Background: an optimization exercise with open tools, aiming at small area, a short achievable clock period and few clock cycles per item. Do not read the settings as production practice.
RTL that was checked went through simulation tests only; none was proved equivalent to the original.

==> 02-09 <==
// gemv_stream_engine
module gemv_stream_engine
#(
  parameter int unsigned SZ     = gemv_pkg::SZ_DEF,
  parameter int unsigned DW     = gemv_pkg::DW_DEF,
  parameter int unsigned N_ROWS = gemv_pkg::N_ROWS_DEF,
  parameter int unsigned AW     = gemv_pkg::gemv_aw(SZ, DW),
  localparam int unsigned IW    = (N_ROWS > 1) ? $clog2(N_ROWS) : 1
) (
  input  logic             clk,
  input  logic             rst_n,
  input  logic             start_i,
  input  logic             accum_i,
  input  logic [SZ*DW-1:0] w_i,
  input  logic             a_valid_i,
  output logic             a_ready_o,
  input  logic [SZ*DW-1:0] a_row_i,
  output logic             o_valid_o,
  input  logic             o_ready_i,
  output logic [DW-1:0]    o_data_o,
  output logic [IW-1:0]    o_idx_o,
  output logic             busy_o,
  output logic             done_o,
  output logic             ovf_o
);
  localparam int unsigned CW = $clog2(N_ROWS) + 1;
  logic             busy_q;
  logic [CW-1:0]    in_cnt_q;      
  logic             pend_q;        
  logic             accum_q;
  logic             ovf_q;
  logic             vld_m_q;       
  logic             vld_a_q;
  logic             vld_b_q;
  logic [SZ*DW-1:0] w_q;
  logic [gemv_pkg::MID_W-1:0] mid_q;
  logic [AW-1:0]    acc_a_q;
  logic [AW-1:0]    acc_b_q;
  logic             start_c;
  logic             accept_c;
  logic             out_hs_c;
  logic             last_c;
  logic [AW-1:0]    acc_add_c;
  ...
export LEC_CHECK = 0
export ABC_AREA = 1
export CAP_MARGIN = 20
export CORE_MARGIN = 2
export CORE_UTILIZATION = 40
export SETUP_SLACK_MARGIN = 4.0
export SLEW_MARGIN = 20
create_clock -name core_clock -period 9.0 [get_ports {clk}]
standard.sh (not shown) runs the stock make flow with config.mk's settings and CLKGATE_MAP_FILE= SYNTH_SCRIPT=/design/flow/synth_recipe.tcl, a recipe that flattens the netlist after the stock synthesis.
==> flow/flow/run.sh <==
#!/bin/bash
# The standard layout with two changes:
#  - the port buffers are buf_4 cells instead of the buffer_ports default (a
#    slow delay cell that the resizer cannot swap out);
#  - after the standard synthesis, inverter pairs around full adders are
#    removed by flipping the adders' polarity (flow/invpush.py); registers
#    and everything else are left as the standard synthesis made them.
set -euo pipefail
export BUFFER_PORTS_ARGS="-buffer_cell sky130_fd_sc_hd__buf_4"
bash standard.sh synth > standard_synth.log 2>&1
NET=orfs/results/sky130hd/gemv_stream_engine/base/1_2_yosys.v
cp $NET yosys_netlist_orig.v
python3 flow/invpush.py yosys_netlist_orig.v $NET > invpush.log 2>&1
bash standard.sh finish > standard_finish.log 2>&1
Other scripts of this flow, unchanged in this note and not shown: flow/flow/invpush.py
==> 05-23 (differences from 02-09) <==
CORE_UTILIZATION = 60   (was 40)
SETUP_SLACK_MARGIN = 3.5   (was 4.0)
==> 04-04 (differences from 02-09) <==
SETUP_SLACK_MARGIN = 2.5   (was 4.0)
==> 01-11 (differences from 02-09) <==
SETUP_SLACK_MARGIN = 3.5   (was 4.0)
==> summary of the runs <==
Worst setup slack, highest first: 02-09, 01-11, 05-23, 04-04.
02-09 finished clean. 05-23 completed without violations. 04-04 completed with no timing, DRC or antenna violations. 01-11 ran to the end with no violations.
Of 01-11 and 05-23, 05-23 has the higher via count (gap 2.5%, measured against 05-23).
The highest first-iteration DRC count belongs to 05-23, the lowest to 02-09.
Between 02-09 and 05-23, the lower die area is in 05-23 (gap about 50%, measured against 05-23).
Against 04-04, the critical path depth of 01-11 is lower by 1.
Utilization: 04-04 < 01-11 < 02-09 < 05-23.
Fmax: 02-09 > 01-11 > 05-23 > 04-04.
Testbench counts of 02-09, summed over its fixed seeds: cycles 16,000, items 9,600.
Testbench counts of 05-23, summed over its fixed seeds: cycles 16,000, items 9,600.
Testbench counts of 04-04, summed over its fixed seeds: cycles 16,000, items 9,600.
Testbench counts of 01-11, summed over its fixed seeds: cycles 16,000, items 9,600.

==> run H <==
Another version of the RTL of gemv_stream_engine (not shown whole).
clock: 9.0 ns
lec_check: 0
abc_area: 1
cap_margin: 20
core_margin: 2
core_utilization: 40
cts_cluster_size: 25
setup_slack_margin: 3.5
slew_margin: 20
==> flow/flow/run.sh <==
#!/bin/bash
# The standard layout with two changes:
#  - the port buffers are buf_4 cells instead of the buffer_ports default (a
#    slow delay cell that the resizer cannot swap out);
#  - after the standard synthesis, inverters around full and half adders are
#    removed by flipping full adders' polarity and rebuilding half adders that
#    take inverted inputs (flow/invpush2.py); registers and all other cells are
#    left as the standard synthesis made them.
set -euo pipefail
export BUFFER_PORTS_ARGS="-buffer_cell sky130_fd_sc_hd__buf_4"
bash standard.sh synth > standard_synth.log 2>&1
NET=orfs/results/sky130hd/gemv_stream_engine/base/1_2_yosys.v
cp $NET yosys_netlist_orig.v
python3 flow/invpush2.py yosys_netlist_orig.v $NET > invpush.log 2>&1
bash standard.sh finish > standard_finish.log 2>&1
Other scripts of this flow, unchanged in this note and not shown: flow/flow/invpush2.py
==> run A: changes against run H <==
- CTS_CLUSTER_DIAMETER: not set -> 140
- CTS_CLUSTER_SIZE: 25 -> 14
==> run D: changes against run H <==
- CTS_CLUSTER_SIZE: 25 -> not set
==> results.toml <==
[timing]
holdWs_ns = 0.395
period_share_pct = 60.1

[critical_path]
r2r_start = "w_q[17]$_DFFE_PP_"
cp.arrival_ns = 5.72
cp_cell_sequence = "buf_4 > inv_2 > o22ai_1 > xor2_1 > fa_1 > fa_1 > fa_1 > fa_1 > fa_1 > fa_1"
ff2ff_path_depth = 12
startpoint = "a_row_i[1]"

[status]
outcome = "finished clean"

[cells_and_area]
area_delta_synth_final_pct = 9.38
non_clock_buffer_area_share_pct = 4.99
clock_buffers = 26

[clock_network]
path_clk_slew_ns = 0.09
# the run above: run A

==> results.toml <==
[critical_path]
cp.arrival_ns = 3.58
cp_cell_sequence = "fa_1 > ha_4 > xor2_2 > nand4_1 > nor3_2 > nand3_2 > nor2_4 > and3_4 > buf_12 > nand3_1 > nand2_1 > buf_4"
r2r_start = "w_q[37]$_DFFE_PP_"
startpoint = "mid_q[31]$_DFFE_PP_"
path_class = "reg2out"
ff2ff_path_depth = 11

[route]
ant_nets = 0

[timing]
holdWs_ns = 0.393
worstMarginPinSlew_ns = 0.982
period_share_pct = 59.8

[status]
outcome = "finished clean"

[cells_and_area]
non_clock_buffer_area_share_pct = 5.07
# the run above: run H

==> results.toml <==
[critical_path]
r2r_start = "w_q[37]$_DFFE_PP_"
ff2ff_path_depth = 11
startpoint = "mid_q[31]$_DFFE_PP_"

[timing]
holdWs_ns = 0.393

[status]
outcome = "finished clean"

[cells_and_area]
area_delta_synth_final_pct = 11.7
clock_buffers = 29
non_clock_buffer_area_share_pct = 5.07
seq_area_sq_um = 6110

[clock_network]
path_clk_slew_ns = 0.07

[min_path]
holdPathEnd = "acc_b_q[26]$_DFFE_PP_"
# the run above: run D

Testbench counts of run H, summed over its fixed seeds: cycles 16,000, items 9,600.
Testbench counts of run A, summed over its fixed seeds: cycles 16,000, items 9,600.
Testbench counts of run D, summed over its fixed seeds: cycles 16,000, items 9,600.

==> inputs of 12-04 <==
Another version of the RTL of gemv_stream_engine (not shown whole).
clock: 9.0 ns
lec_check: 0
abc_area: 1
cap_margin: 20
core_margin: 2
core_utilization: 40
setup_slack_margin: 4.0
slew_margin: 20
Scripts as last shown in full above: flow/flow/run.sh
Other scripts of this flow, unchanged in this note and not shown: flow/flow/invpush2.py
==> 04-20 (differences from 12-04) <==
- SETUP_SLACK_MARGIN: 4.0 -> 3.5
==> 07-25 (differences from 12-04) <==
- SETUP_SLACK_MARGIN: 4.0 -> 3.7
==> summary.txt <==
- In 07-25 the sequential share of layout area is higher than in 12-04, by 1.6 points.
- Worst hold slack: 07-25 > 04-20 > 12-04.
- In flip-flop and latch count, 04-20 and 12-04 do not differ.
- The highest critical path depth belongs to 12-04, the lowest to 04-20.
- Final area, highest first: 12-04, 07-25, 04-20.
==> figures <==
Length in cells of the worst reg-to-reg path: 07-25 12; 04-20 11; 12-04 13
Iteration-0 DRC count of the detailed router: 07-25 2386; 04-20 2595; 12-04 2749
Worst hold-check slack: 07-25 0.419 ns; 04-20 0.415 ns; 12-04 0.409 ns
Met3 wire len: 07-25 9730 um; 04-20 9180 um; 12-04 11400 um
DP HPWL: 07-25 71200 um; 04-20 71800 um; 12-04 70200 um
Clock network area share: 07-25 3.41%; 04-20 3.24%; 12-04 2.85%
Critical path endpoint: 07-25 o_data_o[2]; 04-20 o_data_o[10]; 12-04 o_data_o[9]
Crit path DAT: 07-25 3.61 ns; 04-20 3.65 ns; 12-04 3.53 ns
Result of the run: 07-25 timing/DRC/antenna clean; 04-20 timing/DRC/antenna clean; 12-04 timing/DRC/antenna clean
Skew-Pair Late Insertion Delay: 07-25 0.62 ns; 04-20 0.61 ns; 12-04 0.60 ns
No run of this note included a check of the RTL's function; only the layout flow was run.

==> inputs of juniper <==
Another version of the RTL of gemv_stream_engine (not shown whole).
// gemv_stream_engine
module gemv_stream_engine
#(
  parameter int unsigned SZ     = gemv_pkg::SZ_DEF,
  parameter int unsigned DW     = gemv_pkg::DW_DEF,
  parameter int unsigned N_ROWS = gemv_pkg::N_ROWS_DEF,
  parameter int unsigned AW     = gemv_pkg::gemv_aw(SZ, DW),
  localparam int unsigned IW    = (N_ROWS > 1) ? $clog2(N_ROWS) : 1
) (
  input  logic             clk,
  input  logic             rst_n,
  input  logic             start_i,
  input  logic             accum_i,
  input  logic [SZ*DW-1:0] w_i,
  input  logic             a_valid_i,
  output logic             a_ready_o,
  input  logic [SZ*DW-1:0] a_row_i,
  output logic             o_valid_o,
  input  logic             o_ready_i,
  output logic [DW-1:0]    o_data_o,
  output logic [IW-1:0]    o_idx_o,
  output logic             busy_o,
  output logic             done_o,
  output logic             ovf_o
);
export LEC_CHECK = 0
export ABC_AREA = 1
export CAP_MARGIN = 20
export CORE_MARGIN = 2
export CORE_UTILIZATION = 40
export SLEW_MARGIN = 20
create_clock -name core_clock -period 9.0 [get_ports {clk}]
run.sh (not shown) runs the stock make flow with config.mk's settings and CLKGATE_MAP_FILE= SYNTH_SCRIPT=/design/flow/synth_recipe.tcl, a recipe that flattens the netlist after the stock synthesis.
Stock flow here: none of the scripts above is used.
==> willow (differences from juniper) <==
--- a/flow/design.v
+++ b/flow/design.v
@@ -1,17 +1,12 @@
 package gemv_pkg;
   localparam int unsigned SZ_DEF     = 3;
   localparam int unsigned DW_DEF     = 16;
   localparam int unsigned N_ROWS_DEF = 3;
-  typedef enum logic [1:0] {
-    IDLE  = 2'd0,
-    RUN   = 2'd1,
-    DRAIN = 2'd2,
-    DONE  = 2'd3
-  } state_t;
+  localparam int unsigned MID_W      = 70;
   function automatic integer gemv_aw(input integer sz, input integer dw);
     gemv_aw = 2 * dw + $clog2(sz) + 1;
   endfunction
   function automatic logic signed [63:0] sat_to_dw(input logic signed [63:0] v,
                                                    input integer              dw);
     logic signed [63:0] hi;
     logic signed [63:0] lo;
@@ -26,16 +21,15 @@
     end
   endfunction
 endpackage
 module gemv_dot_pipe (
   input  logic [47:0] w_i,
   input  logic [47:0] row_i,
   input  logic [34:0] acc_add_i,
-  output logic [34:0] s_o,
-  output logic [34:0] c_o
+  output logic [69:0] cs_o
 );
   logic one_0_0;
   logic two_0_0;
   logic neg_0_0;
   logic pp_0_0_0;
   logic pp_0_0_1;
   logic pp_0_0_2;
@@ -2671,16 +2665,94 @@
   assign s835 = acc_add_i[31] ^ c710 ^ c772;
   assign c836 = (acc_add_i[31] & c710) | (c772 & (acc_add_i[31] ^ c710));
   assign s837 = 1'b1 ^ acc_add_i[32];
   assign c838 = 1'b1 & acc_add_i[32];
   assign s839 = 1'b1 ^ acc_add_i[33];
   assign c840 = 1'b1 & acc_add_i[33];
   assign s841 = 1'b1 ^ acc_add_i[34];
-  assign s_o = {c840, c838, s837, s835, s833, s831, s829, s827, s825, s823, s821, s819, s817, c814, c812, s811, c808, c806, c804, c802, c800, c798, c796, c794, c792, c790, c788, c786, c784, c782, c780, c778, c776, c774, s711};
-  assign c_o = {s841, s839, c836, c834, c832, c830, c828, c826, c824, c822, c820, c818, c816, s815, s813, c810, s809, s807, s805, s803, s801, s799, s797, s795, s793, s791, s789, s787, s785, s783, s781, s779, s777, s775, s773};
+  assign cs_o[0] = s711;
+  assign cs_o[1] = s773;
+  assign cs_o[2] = c774;
+  assign cs_o[3] = s775;
+  assign cs_o[4] = c776;
+  assign cs_o[5] = s777;
+  assign cs_o[6] = c778;
+  assign cs_o[7] = s779;
+  assign cs_o[8] = c780;
+  assign cs_o[9] = s781;
+  assign cs_o[10] = c782;
+  assign cs_o[11] = s783;
+  assign cs_o[12] = c784;
+  assign cs_o[13] = s785;
+  assign cs_o[14] = c786;
+  assign cs_o[15] = s787;
+  assign cs_o[16] = c788;
+  assign cs_o[17] = s789;
+  assign cs_o[18] = c790;
+  assign cs_o[19] = s791;
+  assign cs_o[20] = c792;
+  assign cs_o[21] = s793;
+  assign cs_o[22] = c794;
+  assign cs_o[23] = s795;
+  assign cs_o[24] = c796;
+  assign cs_o[25] = s797;
+  assign cs_o[26] = c798;
+  assign cs_o[27] = s799;
+  assign cs_o[28] = c800;
+  assign cs_o[29] = s801;
+  assign cs_o[30] = c802;
+  assign cs_o[31] = s803;
+  assign cs_o[32] = c804;
+  assign cs_o[33] = s805;
+  assign cs_o[34] = c806;
+  assign cs_o[35] = s807;
+  assign cs_o[36] = c808;
+  assign cs_o[37] = s809;
+  assign cs_o[38] = s811;
+  assign cs_o[39] = c810;
+  assign cs_o[40] = c812;
+  assign cs_o[41] = s813;
+  assign cs_o[42] = c814;
+  assign cs_o[43] = s815;
+  assign cs_o[44] = s817;
+  assign cs_o[45] = c816;
+  assign cs_o[46] = s819;
+  assign cs_o[47] = c818;
+  assign cs_o[48] = s821;
+  assign cs_o[49] = c820;
+  assign cs_o[50] = s823;
+  assign cs_o[51] = c822;
+  assign cs_o[52] = s825;
+  assign cs_o[53] = c824;
+  assign cs_o[54] = s827;
+  assign cs_o[55] = c826;
+  assign cs_o[56] = s829;
+  assign cs_o[57] = c828;
+  assign cs_o[58] = s831;
+  assign cs_o[59] = c830;
+  assign cs_o[60] = s833;
+  assign cs_o[61] = c832;
+  assign cs_o[62] = s835;
+  assign cs_o[63] = c834;
+  assign cs_o[64] = s837;
+  assign cs_o[65] = c836;
+  assign cs_o[66] = c838;
+  assign cs_o[67] = s839;
+  assign cs_o[68] = c840;
+  assign cs_o[69] = s841;
+endmodule
+module gemv_dot_fin (
+  input  logic [69:0] cs_i,
+  output logic [34:0] v_o
+);
+  logic [34:0] row0;
+  logic [34:0] row1;
+  assign row0 = {cs_i[68], cs_i[66], cs_i[64], cs_i[62], cs_i[60], cs_i[58], cs_i[56], cs_i[54], cs_i[52], cs_i[50], cs_i[48], cs_i[46], cs_i[44], cs_i[42], cs_i[40], cs_i[38], cs_i[36], cs_i[34], cs_i[32], cs_i[30], cs_i[28], cs_i[26], cs_i[24], cs_i[22], cs_i[20], cs_i[18], cs_i[16], cs_i[14], cs_i[12], cs_i[10], cs_i[8], cs_i[6], cs_i[4], cs_i[2], cs_i[0]};
+  assign row1 = {cs_i[69], cs_i[67], cs_i[65], cs_i[63], cs_i[61], cs_i[59], cs_i[57], cs_i[55], cs_i[53], cs_i[51], cs_i[49], cs_i[47], cs_i[45], cs_i[43], cs_i[41], cs_i[39], cs_i[37], cs_i[35], cs_i[33], cs_i[31], cs_i[29], cs_i[27], cs_i[25], cs_i[23], cs_i[21], cs_i[19], cs_i[17], cs_i[15], cs_i[13], cs_i[11], cs_i[9], cs_i[7], cs_i[5], cs_i[3], cs_i[1]};
+  assign v_o = row0 + row1;
 endmodule
 module gemv_stream_engine
 #(
   parameter int unsigned SZ     = gemv_pkg::SZ_DEF,
   parameter int unsigned DW     = gemv_pkg::DW_DEF,
   parameter int unsigned N_ROWS = gemv_pkg::N_ROWS_DEF,
   parameter int unsigned AW     = gemv_pkg::gemv_aw(SZ, DW),
@@ -2708,43 +2780,43 @@
   logic             pend_q;        
   logic             accum_q;
   logic             ovf_q;
   logic             vld_m_q;       
   logic             vld_a_q;
   logic             vld_b_q;
   logic [SZ*DW-1:0] w_q;
-  logic [AW-1:0]    mid_s_q;
-  logic [AW-1:0]    mid_c_q;
+  logic [gemv_pkg::MID_W-1:0] mid_q;
   logic [AW-1:0]    acc_a_q;
   logic [AW-1:0]    acc_b_q;
   logic             start_c;
   logic             accept_c;
   logic             out_hs_c;
   logic             last_c;
   logic [AW-1:0]    acc_add_c;
-  logic [AW-1:0]    s_c;
-  logic [AW-1:0]    c_c;
+  logic [gemv_pkg::MID_W-1:0] cs_c;
   logic [AW-1:0]    v_c;
   logic signed [63:0] res_wide_c;
   logic signed [63:0] sat_c;
   logic             clamp_c;
   assign start_c   = start_i && !busy_q;
   assign out_hs_c  = pend_q && o_ready_i;
   assign a_ready_o = busy_q && (in_cnt_q != CW'(N_ROWS)) && (!pend_q || o_ready_i);
   assign accept_c  = a_valid_i && a_ready_o;
   assign last_c    = out_hs_c && (in_cnt_q == CW'(N_ROWS));
   assign acc_add_c = (accum_q && vld_b_q) ? acc_b_q : '0;
   gemv_dot_pipe u_dot (
     .w_i       (w_q),
     .row_i     (a_row_i),
     .acc_add_i (acc_add_c),
-    .s_o       (s_c),
-    .c_o       (c_c)
+    .cs_o      (cs_c)
+  );
+  gemv_dot_fin u_fin (
+    .cs_i (mid_q),
+    .v_o  (v_c)
   );
-  assign v_c        = mid_s_q + mid_c_q;
   assign res_wide_c = 64'($signed(v_c));
   assign sat_c      = gemv_pkg::sat_to_dw(res_wide_c, DW);
   assign clamp_c    = (sat_c != res_wide_c);
   assign busy_o    = busy_q;
   assign o_valid_o = pend_q;
   assign o_data_o  = DW'(sat_c);
   assign o_idx_o   = IW'(in_cnt_q - CW'(1));
@@ -2788,14 +2860,13 @@
     end
   end
   always_ff @(posedge clk) begin
     if (start_c) begin
       w_q <= w_i;
     end
     if (accept_c) begin
-      mid_s_q <= s_c;
-      mid_c_q <= c_c;
+      mid_q   <= cs_c;
       acc_a_q <= v_c;
       acc_b_q <= acc_a_q;
     end
   end
 endmodule
Settings changed: SETUP_SLACK_MARGIN from default to 3.5.
==> amber (differences from juniper) <==
--- a/flow/design.v
+++ b/flow/design.v
@@ -1,17 +1,12 @@
 package gemv_pkg;
   localparam int unsigned SZ_DEF     = 3;
   localparam int unsigned DW_DEF     = 16;
   localparam int unsigned N_ROWS_DEF = 3;
-  typedef enum logic [1:0] {
-    IDLE  = 2'd0,
-    RUN   = 2'd1,
-    DRAIN = 2'd2,
-    DONE  = 2'd3
-  } state_t;
+  localparam int unsigned MID_W      = 70;
   function automatic integer gemv_aw(input integer sz, input integer dw);
     gemv_aw = 2 * dw + $clog2(sz) + 1;
   endfunction
   function automatic logic signed [63:0] sat_to_dw(input logic signed [63:0] v,
                                                    input integer              dw);
     logic signed [63:0] hi;
     logic signed [63:0] lo;
@@ -26,16 +21,15 @@
     end
   endfunction
 endpackage
 module gemv_dot_pipe (
   input  logic [47:0] w_i,
   input  logic [47:0] row_i,
   input  logic [34:0] acc_add_i,
-  output logic [34:0] s_o,
-  output logic [34:0] c_o
+  output logic [69:0] cs_o
 );
   logic one_0_0;
   logic two_0_0;
   logic neg_0_0;
   logic pp_0_0_0;
   logic pp_0_0_1;
   logic pp_0_0_2;
@@ -2671,16 +2665,94 @@
   assign s835 = acc_add_i[31] ^ c710 ^ c772;
   assign c836 = (acc_add_i[31] & c710) | (c772 & (acc_add_i[31] ^ c710));
   assign s837 = 1'b1 ^ acc_add_i[32];
   assign c838 = 1'b1 & acc_add_i[32];
   assign s839 = 1'b1 ^ acc_add_i[33];
   assign c840 = 1'b1 & acc_add_i[33];
   assign s841 = 1'b1 ^ acc_add_i[34];
-  assign s_o = {c840, c838, s837, s835, s833, s831, s829, s827, s825, s823, s821, s819, s817, c814, c812, s811, c808, c806, c804, c802, c800, c798, c796, c794, c792, c790, c788, c786, c784, c782, c780, c778, c776, c774, s711};
-  assign c_o = {s841, s839, c836, c834, c832, c830, c828, c826, c824, c822, c820, c818, c816, s815, s813, c810, s809, s807, s805, s803, s801, s799, s797, s795, s793, s791, s789, s787, s785, s783, s781, s779, s777, s775, s773};
+  assign cs_o[0] = s711;
+  assign cs_o[1] = s773;
+  assign cs_o[2] = c774;
+  assign cs_o[3] = s775;
+  assign cs_o[4] = c776;
+  assign cs_o[5] = s777;
+  assign cs_o[6] = c778;
+  assign cs_o[7] = s779;
+  assign cs_o[8] = c780;
+  assign cs_o[9] = s781;
+  assign cs_o[10] = c782;
+  assign cs_o[11] = s783;
+  assign cs_o[12] = c784;
+  assign cs_o[13] = s785;
+  assign cs_o[14] = c786;
+  assign cs_o[15] = s787;
+  assign cs_o[16] = c788;
+  assign cs_o[17] = s789;
+  assign cs_o[18] = c790;
+  assign cs_o[19] = s791;
+  assign cs_o[20] = c792;
+  assign cs_o[21] = s793;
+  assign cs_o[22] = c794;
+  assign cs_o[23] = s795;
+  assign cs_o[24] = c796;
+  assign cs_o[25] = s797;
+  assign cs_o[26] = c798;
+  assign cs_o[27] = s799;
+  assign cs_o[28] = c800;
+  assign cs_o[29] = s801;
+  assign cs_o[30] = c802;
+  assign cs_o[31] = s803;
+  assign cs_o[32] = c804;
+  assign cs_o[33] = s805;
+  assign cs_o[34] = c806;
+  assign cs_o[35] = s807;
+  assign cs_o[36] = c808;
+  assign cs_o[37] = s809;
+  assign cs_o[38] = s811;
+  assign cs_o[39] = c810;
+  assign cs_o[40] = c812;
+  assign cs_o[41] = s813;
+  assign cs_o[42] = c814;
+  assign cs_o[43] = s815;
+  assign cs_o[44] = s817;
+  assign cs_o[45] = c816;
+  assign cs_o[46] = s819;
+  assign cs_o[47] = c818;
+  assign cs_o[48] = s821;
+  assign cs_o[49] = c820;
+  assign cs_o[50] = s823;
+  assign cs_o[51] = c822;
+  assign cs_o[52] = s825;
+  assign cs_o[53] = c824;
+  assign cs_o[54] = s827;
+  assign cs_o[55] = c826;
+  assign cs_o[56] = s829;
+  assign cs_o[57] = c828;
+  assign cs_o[58] = s831;
+  assign cs_o[59] = c830;
+  assign cs_o[60] = s833;
+  assign cs_o[61] = c832;
+  assign cs_o[62] = s835;
+  assign cs_o[63] = c834;
+  assign cs_o[64] = s837;
+  assign cs_o[65] = c836;
+  assign cs_o[66] = c838;
+  assign cs_o[67] = s839;
+  assign cs_o[68] = c840;
+  assign cs_o[69] = s841;
+endmodule
+module gemv_dot_fin (
+  input  logic [69:0] cs_i,
+  output logic [34:0] v_o
+);
+  logic [34:0] row0;
+  logic [34:0] row1;
+  assign row0 = {cs_i[68], cs_i[66], cs_i[64], cs_i[62], cs_i[60], cs_i[58], cs_i[56], cs_i[54], cs_i[52], cs_i[50], cs_i[48], cs_i[46], cs_i[44], cs_i[42], cs_i[40], cs_i[38], cs_i[36], cs_i[34], cs_i[32], cs_i[30], cs_i[28], cs_i[26], cs_i[24], cs_i[22], cs_i[20], cs_i[18], cs_i[16], cs_i[14], cs_i[12], cs_i[10], cs_i[8], cs_i[6], cs_i[4], cs_i[2], cs_i[0]};
+  assign row1 = {cs_i[69], cs_i[67], cs_i[65], cs_i[63], cs_i[61], cs_i[59], cs_i[57], cs_i[55], cs_i[53], cs_i[51], cs_i[49], cs_i[47], cs_i[45], cs_i[43], cs_i[41], cs_i[39], cs_i[37], cs_i[35], cs_i[33], cs_i[31], cs_i[29], cs_i[27], cs_i[25], cs_i[23], cs_i[21], cs_i[19], cs_i[17], cs_i[15], cs_i[13], cs_i[11], cs_i[9], cs_i[7], cs_i[5], cs_i[3], cs_i[1]};
+  assign v_o = row0 + row1;
 endmodule
 module gemv_stream_engine
 #(
   parameter int unsigned SZ     = gemv_pkg::SZ_DEF,
   parameter int unsigned DW     = gemv_pkg::DW_DEF,
   parameter int unsigned N_ROWS = gemv_pkg::N_ROWS_DEF,
   parameter int unsigned AW     = gemv_pkg::gemv_aw(SZ, DW),
@@ -2708,43 +2780,43 @@
   logic             pend_q;        
   logic             accum_q;
   logic             ovf_q;
   logic             vld_m_q;       
   logic             vld_a_q;
   logic             vld_b_q;
   logic [SZ*DW-1:0] w_q;
-  logic [AW-1:0]    mid_s_q;
-  logic [AW-1:0]    mid_c_q;
+  logic [gemv_pkg::MID_W-1:0] mid_q;
   logic [AW-1:0]    acc_a_q;
   logic [AW-1:0]    acc_b_q;
   logic             start_c;
   logic             accept_c;
   logic             out_hs_c;
   logic             last_c;
   logic [AW-1:0]    acc_add_c;
-  logic [AW-1:0]    s_c;
-  logic [AW-1:0]    c_c;
+  logic [gemv_pkg::MID_W-1:0] cs_c;
   logic [AW-1:0]    v_c;
   logic signed [63:0] res_wide_c;
   logic signed [63:0] sat_c;
   logic             clamp_c;
   assign start_c   = start_i && !busy_q;
   assign out_hs_c  = pend_q && o_ready_i;
   assign a_ready_o = busy_q && (in_cnt_q != CW'(N_ROWS)) && (!pend_q || o_ready_i);
   assign accept_c  = a_valid_i && a_ready_o;
   assign last_c    = out_hs_c && (in_cnt_q == CW'(N_ROWS));
   assign acc_add_c = (accum_q && vld_b_q) ? acc_b_q : '0;
   gemv_dot_pipe u_dot (
     .w_i       (w_q),
     .row_i     (a_row_i),
     .acc_add_i (acc_add_c),
-    .s_o       (s_c),
-    .c_o       (c_c)
+    .cs_o      (cs_c)
+  );
+  gemv_dot_fin u_fin (
+    .cs_i (mid_q),
+    .v_o  (v_c)
   );
-  assign v_c        = mid_s_q + mid_c_q;
   assign res_wide_c = 64'($signed(v_c));
   assign sat_c      = gemv_pkg::sat_to_dw(res_wide_c, DW);
   assign clamp_c    = (sat_c != res_wide_c);
   assign busy_o    = busy_q;
   assign o_valid_o = pend_q;
   assign o_data_o  = DW'(sat_c);
   assign o_idx_o   = IW'(in_cnt_q - CW'(1));
@@ -2788,14 +2860,13 @@
     end
   end
   always_ff @(posedge clk) begin
     if (start_c) begin
       w_q <= w_i;
     end
     if (accept_c) begin
-      mid_s_q <= s_c;
-      mid_c_q <= c_c;
+      mid_q   <= cs_c;
       acc_a_q <= v_c;
       acc_b_q <= acc_a_q;
     end
   end
 endmodule
==> flow/flow/run.sh (new file) <==
#!/bin/bash
# The standard layout, with the port buffers made from buf_4 cells instead of
# the buffer_ports default (a slow delay cell the resizer cannot swap out).
set -euo pipefail
export BUFFER_PORTS_ARGS="-buffer_cell sky130_fd_sc_hd__buf_4"
bash standard.sh finish > standard.log 2>&1
==> flow/standard.sh (new file) <==
#!/bin/bash
# synth_recipe.tcl (not shown) runs the flow's synth.tcl, then flattens the netlist and writes it again
# the make line also repeats each setting of config.mk as NAME=value (left out here)
make -C /OpenROAD-flow-scripts/flow DESIGN_CONFIG=/design/flow/config.mk WORK_HOME=/design/flow/orfs CLKGATE_MAP_FILE= SYNTH_SCRIPT=/design/flow/synth_recipe.tcl "${@:-finish}"
Settings changed: SETUP_SLACK_MARGIN from default to 2.5.
removed: flow/run.sh
==> comparison <==
Between amber and willow, the lower wire length is in amber (gap 4.6%, measured against willow). Clock skew, highest first: amber, willow, juniper. Between amber and juniper, the lower core utilization is in amber (gap 0.65 points). Setup slack: juniper < amber < willow.
Testbench counts of willow, summed over its fixed seeds: cycles 16,000, items 9,600.
Testbench counts of amber, summed over its fixed seeds: cycles 16,000, items 9,600.
No functional check of the RTL was part of juniper.

-- port drivers added, routing unchanged --
How much do the figures lean on ideal ports? The routed layouts below were timed once more, with nothing changed but the port constraints.
Step 1 sets driving cells, clkbuf_16 on the clock port and buf_2 on the other inputs (assumed; they add their load-dependent delay and slew).
Step 2 adds t to the input delays and takes it off the output delays; t is the mean of the earliest and latest rising clock arrival at the registers after step 1. Input paths then give back, and output paths get back, about the clock's delay inside the block.
Three values: ideal, step 1, step 2; two values: the first two.
run	t, ns	setup WS [ns]	hold WS [ns]	latest minus earliest clock arrival (ns)	worst slew at a driven data input, ns
02-09	0.661	3.505 / 3.443 / 3.202	0.418 / 0.418 / 0.418	0.023 / 0.023	0.06
05-23	0.652	3.411 / 3.351 / 2.898	0.418 / 0.418 / 0.418	0.042 / 0.042	0.06
04-04	0.661	2.726 / 2.660 / 2.792	0.418 / 0.418 / 0.418	0.013 / 0.013	0.05
01-11	0.661	3.493 / 3.453 / 2.865	0.419 / 0.419 / 0.419	0.017 / 0.017	0.05
run H	0.661	3.616 / 3.558 / 3.035	0.393 / 0.393 / 0.393	0.037 / 0.037	0.13
run A	0.597	3.593 / 3.554 / 3.020	0.395 / 0.395 / 0.395	0.039 / 0.039	0.10
run D	0.661	3.616 / 3.558 / 3.035	0.393 / 0.393 / 0.393	0.037 / 0.037	0.13
12-04	0.654	3.666 / 3.603 / 3.247	0.409 / 0.409 / 0.409	0.016 / 0.016	0.07
04-20	0.652	3.551 / 3.496 / 2.957	0.415 / 0.415 / 0.415	0.026 / 0.026	0.05
07-25	0.664	3.594 / 3.535 / 3.110	0.419 / 0.419 / 0.419	0.022 / 0.022	0.05
juniper	0.548	2.085 / 2.026 / 1.753	0.423 / 0.423 / 0.423	0.025 / 0.024	0.09
willow	0.576	3.237 / 3.248 / 2.672	0.409 / 0.409 / 0.409	0.026 / 0.026	0.06
amber	0.579	2.789 / 2.789 / 2.376	0.417 / 0.417 / 0.417	0.031 / 0.031	0.05
After both steps every run listed still meets setup and hold. For 01-11, which loses most, drivers alone change the setup slack by -0.040 ns; drivers and shift together by -0.628 ns.
